Context: an optimization exercise on an open-source flow, tuned for small area, a short achievable clock period and few clock cycles per item. The choices shown serve that exercise and are no tape-out recipe. Only simulation tests tie the RTL to the original design; equivalence was not proved. The clock port is modelled as an ideal driver; clocking choices that lean on that would not hold on a real chip. Power and IR drop assume default switching activity.

Setup of v1:
// ts_packet_header_parser
module ts_packet_header_parser (
  input  logic        clk,
  input  logic        rst,
  input  logic        byte_valid,
  output logic        byte_stall,
  input  logic [8:0]  byte_data,   
  output logic        rec_valid,
  input  logic        rec_stall,
  output logic [72:0] rec_data
);
For scale: about 790 cells after synthesis, ~88 I/O pins, about 6900 µm² of cells after synthesis.
==> flow/config.mk <==
export PLATFORM = sky130hd
export DESIGN_NAME = ts_packet_header_parser
export DESIGN_NICKNAME = ts_packet_header_parser
export VERILOG_FILES = /design/flow/design.v
export SDC_FILE = /design/flow/constraint.sdc
export NUM_CORES = 4
export LEC_CHECK = 0
export ABC_AREA = 1
export CAP_MARGIN = 20
export CORE_MARGIN = 2
export CORE_UTILIZATION = 72
export SLEW_MARGIN = 20
==> flow/constraint.sdc <==
create_clock -name core_clock -period 8.0 [get_ports {clk}]
set_input_delay 1.6000 -clock core_clock [delete_from_list [all_inputs] [get_ports {clk}]]
set_output_delay 1.6000 -clock core_clock [all_outputs]
set_load 0.01 [all_outputs]
standard.sh (not shown) runs the stock make flow with config.mk's settings and CLKGATE_MAP_FILE= SYNTH_SCRIPT=/design/flow/synth_recipe.tcl, a recipe that flattens the netlist after the stock synthesis.
==> flow/flow/run.sh <==
#!/bin/bash
# The standard layout (standard.sh: the standard flow's synthesis and ORFS flow) with three
# changes to how it is made:
#  - port buffers are buf_2 cells rather than the delay cells buffer_ports picks by
#    default; every port still gets its own buffer;
#  - the clock tree uses clkbuf_8 cells under a clkbuf_16 root and no dummy loads;
set -euo pipefail
export BUFFER_PORTS_ARGS="-buffer_cell sky130_fd_sc_hd__buf_2"
export CTS_ARGS="-sink_clustering_enable -repair_clock_nets -buf_list sky130_fd_sc_hd__clkbuf_8 -root_buf sky130_fd_sc_hd__clkbuf_16 -dont_use_dummy_load"
export SETUP_SLACK_MARGIN=5.4
bash standard.sh finish > standard_flow.log 2>&1
v1 finished every stage and its layout cleared the timing, DRC and antenna checks.
Testbench counts of v1, summed over its fixed seeds: cycles 36,328, bytes 36,128.
Input changes introduced in v16 (baseline for comparison: v1):
Settings: CORE_UTILIZATION changed from 72 to 50; ABC_CLOCK_PERIOD_IN_PS newly set to 2500; ABC_AREA changed from 1 to 0.
- Share of post-route cells with drive strength above 1: lower on v1
- [compare] base=v1 new=v16: power consumption shows a reduction of 5.3%; fraction of the mapped netlist area in simple logic gates shows an increase of 1.3 points; number of cells upsized or downsized after cts shows an increase of 20; register fraction of the total cell area shows a reduction of 1.8 points; number of multi-input logic gates shows an increase of about 7%.
- There was hardly any difference in leakage power figure between v1 and v16.
- Going from v1 to v16, core area grew by more than a quarter.
- [v16] post-route clock period utilization rose 0.64 points relative to v1
- Diff v1 -> v16 | count of inserted tapcells | increase of 51


Starting RTL as in the previous note.
Settings: LEC_CHECK=0, ABC_AREA=1, CAP_MARGIN=20, CORE_MARGIN=2, CORE_UTILIZATION=50, SETUP_SLACK_MARGIN=5, SLEW_MARGIN=20; clock period 8.0 ns.
==> flow/flow/run.sh <==
#!/bin/bash
# The standard layout (standard.sh: the standard flow's synthesis and ORFS flow) with two
# changes to how it is made:
#  - port buffers are buf_2 cells rather than the delay cells buffer_ports picks by
#    default; every port still gets its own buffer;
#  - the clock tree uses clkbuf_8 cells under a clkbuf_16 root and no dummy loads.
set -euo pipefail
export BUFFER_PORTS_ARGS="-buffer_cell sky130_fd_sc_hd__buf_2"
export CTS_ARGS="-sink_clustering_enable -repair_clock_nets -buf_list sky130_fd_sc_hd__clkbuf_8 -root_buf sky130_fd_sc_hd__clkbuf_16 -dont_use_dummy_load"
bash standard.sh finish > standard_flow.log 2>&1
Testbench counts at the start, summed over its fixed seeds: cycles 36,328, bytes 36,128.
Change:
==> flow/flow/run.sh (replaced) <==
#!/bin/bash
# The standard layout (standard.sh: the standard flow's synthesis and ORFS flow) with three
# changes to how it is made:
#  - port buffers are buf_2 cells rather than the delay cells buffer_ports picks by
#    default; every port still gets its own buffer;
#  - the clock tree uses clkbuf_8 cells under a clkbuf_16 root and no dummy loads;
set -euo pipefail
export BUFFER_PORTS_ARGS="-buffer_cell sky130_fd_sc_hd__buf_2"
export CTS_ARGS="-sink_clustering_enable -repair_clock_nets -buf_list sky130_fd_sc_hd__clkbuf_8 -root_buf sky130_fd_sc_hd__clkbuf_16 -dont_use_dummy_load"
export SETUP_SLACK_MARGIN=5.4
bash standard.sh finish > standard_flow.log 2>&1
- PLACE_DENSITY: not set -> 0.9
- SETUP_SLACK_MARGIN: 5 -> not set
Result: The new run ran to the end with no violations; cell area rose by 3.7%; final cell count rose by 2.5%; flip-flop and latch count stays the same; area after synthesis does not change; routed wire length fell by 2.8%; register-to-register slack improved by 0.26 ns; via count rose by about 4.3%; worst setup slack improved by 0.20 ns; sequential share of layout area fell by 1.6 points; maximum frequency rose by 7.7%; die area stays the same.
Change:
==> flow/flow/run.sh (replaced) <==
#!/bin/bash
# The standard layout (standard.sh: the standard flow's synthesis and ORFS flow) with three
# changes to how it is made:
#  - port buffers are buf_2 cells rather than the delay cells buffer_ports picks by
#    default; every port still gets its own buffer;
#  - the clock tree uses clkbuf_4 cells under a clkbuf_16 root and no dummy loads;
set -euo pipefail
export BUFFER_PORTS_ARGS="-buffer_cell sky130_fd_sc_hd__buf_2"
export CTS_ARGS="-sink_clustering_enable -repair_clock_nets -buf_list sky130_fd_sc_hd__clkbuf_4 -root_buf sky130_fd_sc_hd__clkbuf_16 -dont_use_dummy_load"
export SETUP_SLACK_MARGIN=5.4
bash standard.sh finish > standard_flow.log 2>&1
- CORE_UTILIZATION: 50 -> 65
- PLACE_DENSITY: 0.9 -> not set
The new run finished clean; synthesized area does not change; power is lower by a few percent; critical path depth does not change; routed wire length is higher by a few percent; hold slack gains 0.010 ns; global-route usage came out higher by 10 points; worst setup slack degrades by 0.019 ns; register-to-register slack improves by 0.02 ns; non-clock buffer count fell by 1.
Change:
==> flow/flow/run.sh (replaced) <==
#!/bin/bash
# The standard layout (standard.sh: the standard flow's synthesis and ORFS flow) with these
# changes to how it is made:
#  - port buffers are buf_2 cells rather than the delay cells buffer_ports picks by
#    default; every port still gets its own buffer;
#  - the clock tree is built from clkbuf_4 cells under a clkbuf_16 root, with no
#    dummy loads; flow/post_cts.tcl then upsizes to clkbuf_8 any of them whose
#    flip-flop clock pins would see a high slew;
set -euo pipefail
export BUFFER_PORTS_ARGS="-buffer_cell sky130_fd_sc_hd__buf_2"
export CTS_ARGS="-sink_clustering_enable -repair_clock_nets -buf_list sky130_fd_sc_hd__clkbuf_4 -root_buf sky130_fd_sc_hd__clkbuf_16 -dont_use_dummy_load"
export POST_CTS_TCL="$(pwd)/flow/post_cts.tcl"
export SETUP_SLACK_MARGIN=5.4
bash standard.sh finish > standard_flow.log 2>&1
==> flow/flow/post_cts.tcl (new file) <==
set_propagated_clock [all_clocks]
estimate_parasitics -placement
set upsized 0
foreach inst [get_cells *] {
  if {[get_property $inst ref_name] ne "sky130_fd_sc_hd__clkbuf_4"} { continue }
  set worst 0.0
  foreach opin [get_pins -of_objects $inst -filter "direction==output"] {
    foreach p [get_pins -of_objects [get_nets -of_objects $opin] -filter "direction==input"] {
      set s [get_property $p slew_max]
      if {$s > $worst} { set worst $s }
    }
  }
  if {$worst > 0.090} {
    replace_cell [get_property $inst full_name] sky130_fd_sc_hd__clkbuf_8
    incr upsized
  }
}
puts "post_cts: upsized $upsized clock buffers to clkbuf_8"
if {$upsized > 0} {
  detailed_placement
  check_placement -verbose
  estimate_parasitics -placement
}
- CORE_UTILIZATION: 65 -> 50
- PLACE_DENSITY: not set -> 0.8
=> Hold slack got worse by 0.012 ns; via count fell by a few percent; area after synthesis is unchanged; final cell count rose by a few percent; setup slack improved by 0.016 ns.

[separate check: timing with driven ports]
The results above use ideal ports. As a check the final layouts listed here were re-extracted and re-timed, cells and wires unchanged.
Step 1 assumes that a clkbuf_16 drives the clock port and a buf_2 every other input.
Step 2, shift: input delay + t, output delay - t, t = (earliest + latest rising clock arrival at the registers) / 2. This alone moves slack from input paths to output paths.
a / b / c = no drivers / after step 1 / after step 2; a / b = the first two.
run	t (ns)	setup slack, ns	hold WS [ns]	latest minus earliest clock arrival (ns)
v1	0.405	5.415 / 5.375 / 5.323	0.483 / 0.483 / 0.483	0.035 / 0.035
v16	0.409	5.364 / 5.323 / 5.429	0.451 / 0.451 / 0.451	0.036 / 0.036
the first run of note 2	0.411	5.226 / 5.226 / 5.226	0.485 / 0.485 / 0.485	0.023 / 0.022
the second run of note 2	0.412	5.425 / 5.386 / 5.369	0.477 / 0.477 / 0.477	0.038 / 0.038
the third run of note 2	0.411	5.407 / 5.366 / 5.388	0.487 / 0.487 / 0.487	0.034 / 0.034
the fourth run of note 2	0.398	5.423 / 5.382 / 5.404	0.475 / 0.475 / 0.475	0.030 / 0.031
After both steps every run listed still meets setup and hold. The setup slack of v1, which loses most, moves by -0.040 ns with the drivers and by -0.092 ns with both steps.
